What follows belongs to an exercise in optimizing a design on an open flow for small area, a short achievable clock period and few clock cycles; a production flow would make more cautious choices.
Where RTL was checked, it was by simulation tests only, not by an equivalence proof against the original.
Power figures rest on the tool's default switching activity, not on a simulated workload.

## motion_command_text_parser_top
module motion_command_text_parser_top
(
    input  logic          clk,
    input  logic          rst_n,
    input  logic          cmd_valid,
    output logic          cmd_ready,
    input  logic [7:0]    cmd_ch,
    output logic          rec_valid,
    input  logic          rec_ready,
    output logic [2:0]    rec_record_index,
    output logic [31:0]   rec_joint_angle,
    output logic [31:0]   rec_start_reload,
    output logic [31:0]   rec_target_reload,
    output logic [31:0]   rec_duration_ms,
    output logic          rec_accepted,
    output logic          rec_last_record
);
Size in the first run: ~2000 cells after synthesis, ~150 I/O pins, ~43000 um2 of cells after synthesis.
export LEC_CHECK = 0
export CAP_MARGIN = 20
export CORE_MARGIN = 2
export CORE_UTILIZATION = 70
export SLEW_MARGIN = 20
create_clock -name core_clock -period 18.0 [get_ports {clk}]
standard.sh (not shown) runs the stock make flow with config.mk's settings and CLKGATE_MAP_FILE= SYNTH_SCRIPT=/design/flow/synth_recipe.tcl, a recipe that flattens the netlist after the stock synthesis.
==> flow/flow/run.sh <==
#!/bin/bash
# Own layout flow: the standard ORFS flow (standard.sh, with the standard
# synthesis unchanged) plus:
#  - port buffers made from a plain buffer cell (every port still gets one);
#  - cr.tcl after floorplan: a fast two-level copy of the cmd_ready logic drives
#    the cmd_ready port (the synthesized logic keeps driving the internal loads);
#  - repair_timing asked for extra setup margin;
#  - CTS without dummy loads.
set -euo pipefail
W=$(pwd)
export BUFFER_PORTS_ARGS="-buffer_cell sky130_fd_sc_hd__buf_1"
export SETUP_SLACK_MARGIN=10.4
export POST_FLOORPLAN_TCL="$W/flow/cr.tcl"
export CTS_ARGS="-sink_clustering_enable -repair_clock_nets -buf_list sky130_fd_sc_hd__clkbuf_4 -sink_clustering_size 10 -sink_clustering_max_diameter 40 -dont_use_dummy_load"
bash standard.sh > standard.log 2>&1
Other scripts of this flow, unchanged in this note and not shown: flow/flow/cr.tcl
The starting point went through all stages and came out clean.
Next try:
- CORE_UTILIZATION: 70 -> 85
Effect: With this change the flow did not get past detailed placement (DPL-0033). Synthesized cell count is unchanged. Area after synthesis is unchanged.
Next try:
--- a/flow/flow/run.sh
+++ b/flow/flow/run.sh
@@ -13,3 +13,3 @@
 export POST_FLOORPLAN_TCL="$W/flow/cr.tcl"
-export CTS_ARGS="-sink_clustering_enable -repair_clock_nets -buf_list sky130_fd_sc_hd__clkbuf_4 -sink_clustering_size 10 -sink_clustering_max_diameter 40 -dont_use_dummy_load"
+export CTS_ARGS="-sink_clustering_enable -repair_clock_nets -buf_list sky130_fd_sc_hd__clkbuf_4 -sink_clustering_size 14 -sink_clustering_max_diameter 40 -dont_use_dummy_load"
 bash standard.sh > standard.log 2>&1
- The new run stopped in detailed placement
- area after synthesis does not change
- synthesized cell count does not change
No run of this note included a check of the RTL's function; only the layout flow was run.

* * *

## v6
Another version of the RTL of motion_command_text_parser_top (not shown whole).
For scale: roughly 2000 cells after synthesis, ~1200 flip-flops, about 43000 um2 of cells after synthesis.
==> flow/config.mk <==
export PLATFORM = sky130hd
export DESIGN_NAME = motion_command_text_parser_top
export DESIGN_NICKNAME = motion_command_text_parser_top
export VERILOG_FILES = /design/flow/design.v
export SDC_FILE = /design/flow/constraint.sdc
export NUM_CORES = 4
export LEC_CHECK = 0
export CAP_MARGIN = 20
export CORE_MARGIN = 2
export CORE_UTILIZATION = 70
export CTS_BUF_LIST = sky130_fd_sc_hd__clkbuf_8
export CTS_CLUSTER_DIAMETER = 60
export CTS_CLUSTER_SIZE = 20
export SLEW_MARGIN = 20
==> flow/constraint.sdc <==
create_clock -name core_clock -period 18.0 [get_ports {clk}]
set_input_delay 3.6000 -clock core_clock [delete_from_list [all_inputs] [get_ports {clk}]]
set_output_delay 3.6000 -clock core_clock [all_outputs]
set_load 0.01 [all_outputs]
==> flow/flow/run.sh <==
#!/bin/bash
# Own layout flow: the standard ORFS flow (standard.sh, unchanged synthesis),
# with the port buffers made from a plain buffer cell instead of the one
# buffer_ports picks by default. Every input and output port still gets a buffer.
set -euo pipefail
export BUFFER_PORTS_ARGS="-buffer_cell sky130_fd_sc_hd__buf_2"
export SETUP_SLACK_MARGIN=10.3
bash standard.sh > standard.log 2>&1
Testbench counts of v6, summed over its fixed seeds: cycles 74,613.
Edits applied to the flow inputs when going from v6 to v7:
Settings: CTS_BUF_LIST removed (was sky130_fd_sc_hd__clkbuf_8); CTS_CLUSTER_SIZE removed (was 20); CTS_CLUSTER_DIAMETER removed (was 60); CORE_UTILIZATION changed from 70 to 40.
==> flow/run.sh (new file) <==
#!/bin/bash
# synth_recipe.tcl (not shown) runs the flow's synth.tcl, then flattens the netlist and writes it again
# the make line also repeats each setting of config.mk as NAME=value (left out here)
make -C /OpenROAD-flow-scripts/flow DESIGN_CONFIG=/design/flow/config.mk WORK_HOME=/design/flow/orfs CLKGATE_MAP_FILE= SYNTH_SCRIPT=/design/flow/synth_recipe.tcl finish
removed: flow/flow/run.sh
removed: flow/standard.sh
Findings:
- v7 vs. v6: width of the die went up by 32%.
- Max met3 usage in global routing across v6 and v7: v6
- Final total power (v6 / v7): 0.80
- Against v6, sum of routed wire segments on met1 in v7 rose by more than 10%.

* * *

Setup of oak:
motion_command_text_parser_top, a different RTL version from the one above (not shown whole).
Size in the first run: ~43,000 um2 of cells after synthesis.
export LEC_CHECK = 0
export CAP_MARGIN = 20
export CORE_MARGIN = 2
export CORE_UTILIZATION = 70
export SLEW_MARGIN = 20
create_clock -name core_clock -period 18.0 [get_ports {clk}]
==> flow/flow/run.sh <==
#!/bin/bash
# Own layout flow: the standard ORFS flow (standard.sh, with the standard
# synthesis unchanged) plus:
#  - port buffers made from a plain buffer cell (every port still gets one);
#  - cr.tcl after floorplan: a fast two-level copy of the cmd_ready logic drives
#    the cmd_ready port (the synthesized logic keeps driving the internal loads);
#  - repair_timing asked for extra setup margin;
#  - CTS without dummy loads.
set -euo pipefail
W=$(pwd)
export BUFFER_PORTS_ARGS="-buffer_cell sky130_fd_sc_hd__buf_1"
export SETUP_SLACK_MARGIN=10.4
export POST_FLOORPLAN_TCL="$W/flow/cr.tcl"
export CTS_ARGS="-sink_clustering_enable -repair_clock_nets -buf_list sky130_fd_sc_hd__clkbuf_8 -sink_clustering_size 16 -sink_clustering_max_diameter 50 -dont_use_dummy_load"
bash standard.sh > standard.log 2>&1
Other scripts of this flow, unchanged in this note and not shown: flow/flow/cr.tcl
oak completed; timing, DRC and antenna clean
## Diff of input files: pine against oak
diff --git a/flow/flow/run.sh b/flow/flow/run.sh
--- a/flow/flow/run.sh
+++ b/flow/flow/run.sh
@@ -14 +14 @@
-export CTS_ARGS="-sink_clustering_enable -repair_clock_nets -buf_list sky130_fd_sc_hd__clkbuf_8 -sink_clustering_size 16 -sink_clustering_max_diameter 50 -dont_use_dummy_load"
+export CTS_ARGS="-sink_clustering_enable -repair_clock_nets -buf_list sky130_fd_sc_hd__clkbuf_8 -sink_clustering_size 18 -sink_clustering_max_diameter 55 -dont_use_dummy_load"
--- outcome ---
- pine: PASS, flow complete, no timing, DRC or antenna violations
- There was hardly any difference in final critical-path setup slack between oak and pine.
- Fraction of area in multi-input gates of pine is on par with oak.
- Any difference in clock insertion delay at the later pin of the skew report between oak and pine is small enough to ignore.
- pine ended with less layout-stage area growth over the synthesis result than oak.
- The wire length on met3 number comes out higher for oak vs pine.
No functional check of the RTL was part of any run of this note.

* * *

motion_command_text_parser_top again, from the RTL that the note above started with.
export LEC_CHECK = 0
export CAP_MARGIN = 20
export CORE_MARGIN = 2
export CORE_UTILIZATION = 70
export CTS_BUF_LIST = sky130_fd_sc_hd__clkbuf_8
export CTS_CLUSTER_DIAMETER = 50
export CTS_CLUSTER_SIZE = 16
export SLEW_MARGIN = 20
create_clock -name core_clock -period 18.0 [get_ports {clk}]
==> flow/flow/run.sh <==
#!/bin/bash
# Own layout flow: the standard ORFS flow (standard.sh, unchanged synthesis),
# with the port buffers made from a plain buffer cell instead of the one
# buffer_ports picks by default. Every input and output port still gets a buffer.
set -euo pipefail
export BUFFER_PORTS_ARGS="-buffer_cell sky130_fd_sc_hd__buf_1"
export SETUP_SLACK_MARGIN=10.3
bash standard.sh > standard.log 2>&1
Then changed:
--- a/flow/config.mk
+++ b/flow/config.mk
@@ -9,6 +9,6 @@
 export CORE_MARGIN = 2
 export CORE_UTILIZATION = 70
-export CTS_BUF_LIST = sky130_fd_sc_hd__clkbuf_8
-export CTS_CLUSTER_DIAMETER = 50
-export CTS_CLUSTER_SIZE = 16
+export CTS_BUF_LIST = sky130_fd_sc_hd__clkbuf_16
+export CTS_CLUSTER_DIAMETER = 60
+export CTS_CLUSTER_SIZE = 24
 export SLEW_MARGIN = 20
Result:
- The new run passed the timing, DRC and antenna checks
- via count goes up by 0.78%
- global-route usage came out higher by 1.3 points
- cell area hardly moves
- final cell count went down by about 2%
No run of this note included a check of the RTL's function; only the layout flow was run.

* * *

## ember
motion_command_text_parser_top with an RTL version that a note above also has.
Size in the first run: roughly 2000 cells after synthesis, roughly 1200 flip-flops, roughly 150 I/O pins.
Settings: LEC_CHECK=0, CAP_MARGIN=20, CORE_MARGIN=2, CORE_UTILIZATION=70, CTS_BUF_LIST=sky130_fd_sc_hd__clkbuf_8, CTS_CLUSTER_DIAMETER=60, CTS_CLUSTER_SIZE=20, SLEW_MARGIN=20; clock period 18.0 ns.
==> flow/flow/run.sh <==
#!/bin/bash
# Own layout flow: the standard ORFS flow (standard.sh, unchanged synthesis),
# with the port buffers made from a plain buffer cell instead of the one
# buffer_ports picks by default. Every input and output port still gets a buffer.
set -euo pipefail
export BUFFER_PORTS_ARGS="-buffer_cell sky130_fd_sc_hd__buf_2"
bash standard.sh > standard.log 2>&1
ember completed every stage of the flow, and the final layout passed the timing, DRC and antenna checks.
Testbench counts of ember, summed over its fixed seeds: cycles 74,613.
The following lists how pepper was set up differently from ember:
# ember
export LEC_CHECK = 0
export CAP_MARGIN = 20
export CORE_MARGIN = 2
export CORE_UTILIZATION = 70
export CTS_BUF_LIST = sky130_fd_sc_hd__clkbuf_8
export CTS_CLUSTER_DIAMETER = 60
export CTS_CLUSTER_SIZE = 20
export SLEW_MARGIN = 20
create_clock -name core_clock -period 18.0 [get_ports {clk}]
# pepper
export LEC_CHECK = 0
export CAP_MARGIN = 20
export CORE_MARGIN = 2
export CORE_UTILIZATION = 70
export CTS_BUF_LIST = sky130_fd_sc_hd__clkbuf_4
export SLEW_MARGIN = 20
create_clock -name core_clock -period 18.0 [get_ports {clk}]
==> flow/run.sh (new file) <==
#!/bin/bash
# synth_recipe.tcl (not shown) runs the flow's synth.tcl, then flattens the netlist and writes it again
# the make line also repeats each setting of config.mk as NAME=value (left out here)
make -C /OpenROAD-flow-scripts/flow DESIGN_CONFIG=/design/flow/config.mk WORK_HOME=/design/flow/orfs CLKGATE_MAP_FILE= SYNTH_SCRIPT=/design/flow/synth_recipe.tcl finish
removed: flow/flow/run.sh
removed: flow/standard.sh
Findings:
Compared with ember, pepper is hungrier on power. sky130_fd_sc_hd__nor4_1 as the cell at the slowest stage of the critical path was reported by ember, and sky130_fd_sc_hd__clkdlybuf4s50_1 by pepper. Relative to ember, overall fraction of global-route tracks in use has increased by 1.6 points in pepper. On pepper: met3 routing resource usage after global routing is 3.0 points higher than what ember gave. Re relative contribution of combinational cells to total power: ember was higher than pepper. Highest metal layer with signal wires = met5: ember; highest metal layer with signal wires = met4: pepper. Flip-flop and latch area: pepper vs ember identical. In the flow results for ember and pepper, the setup slack is larger on ember. Looking at count of clock-net buffers in the final layout, pepper sits above ember. Diff pepper..ember | post-detailed-route DRC marker count | unchanged. Hold path depth came out exactly the same in ember and pepper. Taking pepper as 1.0, ember lands at 0.920 on via count.
#### Input delta (maple over pepper)
# pepper
export LEC_CHECK = 0
export CAP_MARGIN = 20
export CORE_MARGIN = 2
export CORE_UTILIZATION = 70
export CTS_BUF_LIST = sky130_fd_sc_hd__clkbuf_4
export SLEW_MARGIN = 20
create_clock -name core_clock -period 18.0 [get_ports {clk}]
# maple
export LEC_CHECK = 0
export CAP_MARGIN = 20
export CORE_MARGIN = 2
export CORE_UTILIZATION = 70
export CTS_BUF_LIST = sky130_fd_sc_hd__clkbuf_8
export SLEW_MARGIN = 20
create_clock -name core_clock -period 18.0 [get_ports {clk}]
### Flow results
Comparing maple and pepper, the higher reported clock group power was measured on pepper. Count of clock-buffer cells in the layout went down by more than half going from pepper to maple. Leakage component of the power in maple is 0.24 nW lower than in pepper. Looking at the reports, maple completed the entire flow and the layout it produced met the timing, DRC and antenna checks. Across both runs, first-pass GRT wire length was lower for maple than for pepper. On data arrival time of the worst path, maple tracks pepper almost exactly. Between pepper and maple, global-route usage decreased.

* * *

09-02:
Starting RTL as in the previous note.
clock: 18.0 ns
lec_check: 0
cap_margin: 20
core_margin: 2
core_utilization: 70
cts_buf_list: sky130_fd_sc_hd__clkbuf_8
cts_cluster_diameter: 60
cts_cluster_size: 20
slew_margin: 20
run.sh (not shown) runs the stock make flow with config.mk's settings and CLKGATE_MAP_FILE= SYNTH_SCRIPT=/design/flow/synth_recipe.tcl, a recipe that flattens the netlist after the stock synthesis.
Stock flow here: none of the scripts above is used.
Testbench counts of 09-02, summed over its fixed seeds: cycles 74,613.
What 05-25 does differently from 09-02 at the input level:
# 09-02
export LEC_CHECK = 0
export CAP_MARGIN = 20
export CORE_MARGIN = 2
export CORE_UTILIZATION = 70
export CTS_BUF_LIST = sky130_fd_sc_hd__clkbuf_8
export CTS_CLUSTER_DIAMETER = 60
export CTS_CLUSTER_SIZE = 20
export SLEW_MARGIN = 20
create_clock -name core_clock -period 18.0 [get_ports {clk}]
# 05-25
export LEC_CHECK = 0
export CAP_MARGIN = 20
export CORE_MARGIN = 2
export CORE_UTILIZATION = 70
export CTS_BUF_LIST = sky130_fd_sc_hd__clkbuf_16
export CTS_CLUSTER_DIAMETER = 100
export CTS_CLUSTER_SIZE = 30
export SLEW_MARGIN = 20
create_clock -name core_clock -period 18.0 [get_ports {clk}]
Notes after the runs:
- On combinational group share of total power, 09-02 and 05-25 are basically level.
- The post-route clock period utilization was comparable across 09-02 and 05-25.
- The cell area reported for 05-25 is greater than that of 09-02 by about 0.4%.
- In 05-25 relative to 09-02, total chip power had gone up by a few percent.
- 09-02 and 05-25 ended up with roughly the same worst hold slack.

[afterwards: timing with drivers on the ports]
In the flow no input, the clock included, has a driving cell. The finished layouts below were timed again as built, in two steps.
Step 1: set_driving_cell puts a clkbuf_16 on clk and a buf_2 on each other input, an assumption about the parent block.
Step 2, shift: input delay + t, output delay - t, t = (earliest + latest rising clock arrival at the registers) / 2. This alone moves slack from input paths to output paths.
a / b / c = ideal / step 1 / step 2; a / b = the first two.
run | t (ns) | setup slack, ns | pins driven straight from the clock port
the first run of note 1 | 0.997 | 10.276 / 10.232 / 10.232 | 1
v6 | 0.748 | 10.122 / 10.089 / 10.089 | 1
v7 | 0.736 | 9.336 / 9.316 / 9.316 | 1
oak | 0.720 | 10.314 / 10.273 / 10.273 | 1
pine | 0.720 | 10.314 / 10.273 / 10.273 | 1
the first run of note 4 | 0.763 | 10.146 / 10.107 / 10.107 | 1
the second run of note 4 | 0.669 | 10.115 / 10.071 / 10.071 | 1
ember | 0.740 | 10.032 / 10.008 / 10.008 | 1
pepper | 1.089 | 9.333 / 9.307 / 9.307 | 1
maple | 0.855 | 9.320 / 9.294 / 9.294 | 1
09-02 | 0.723 | 9.330 / 9.305 / 9.305 | 1
05-25 | 0.675 | 9.329 / 9.302 / 9.302 | 1
After both steps every run listed still meets setup and hold.
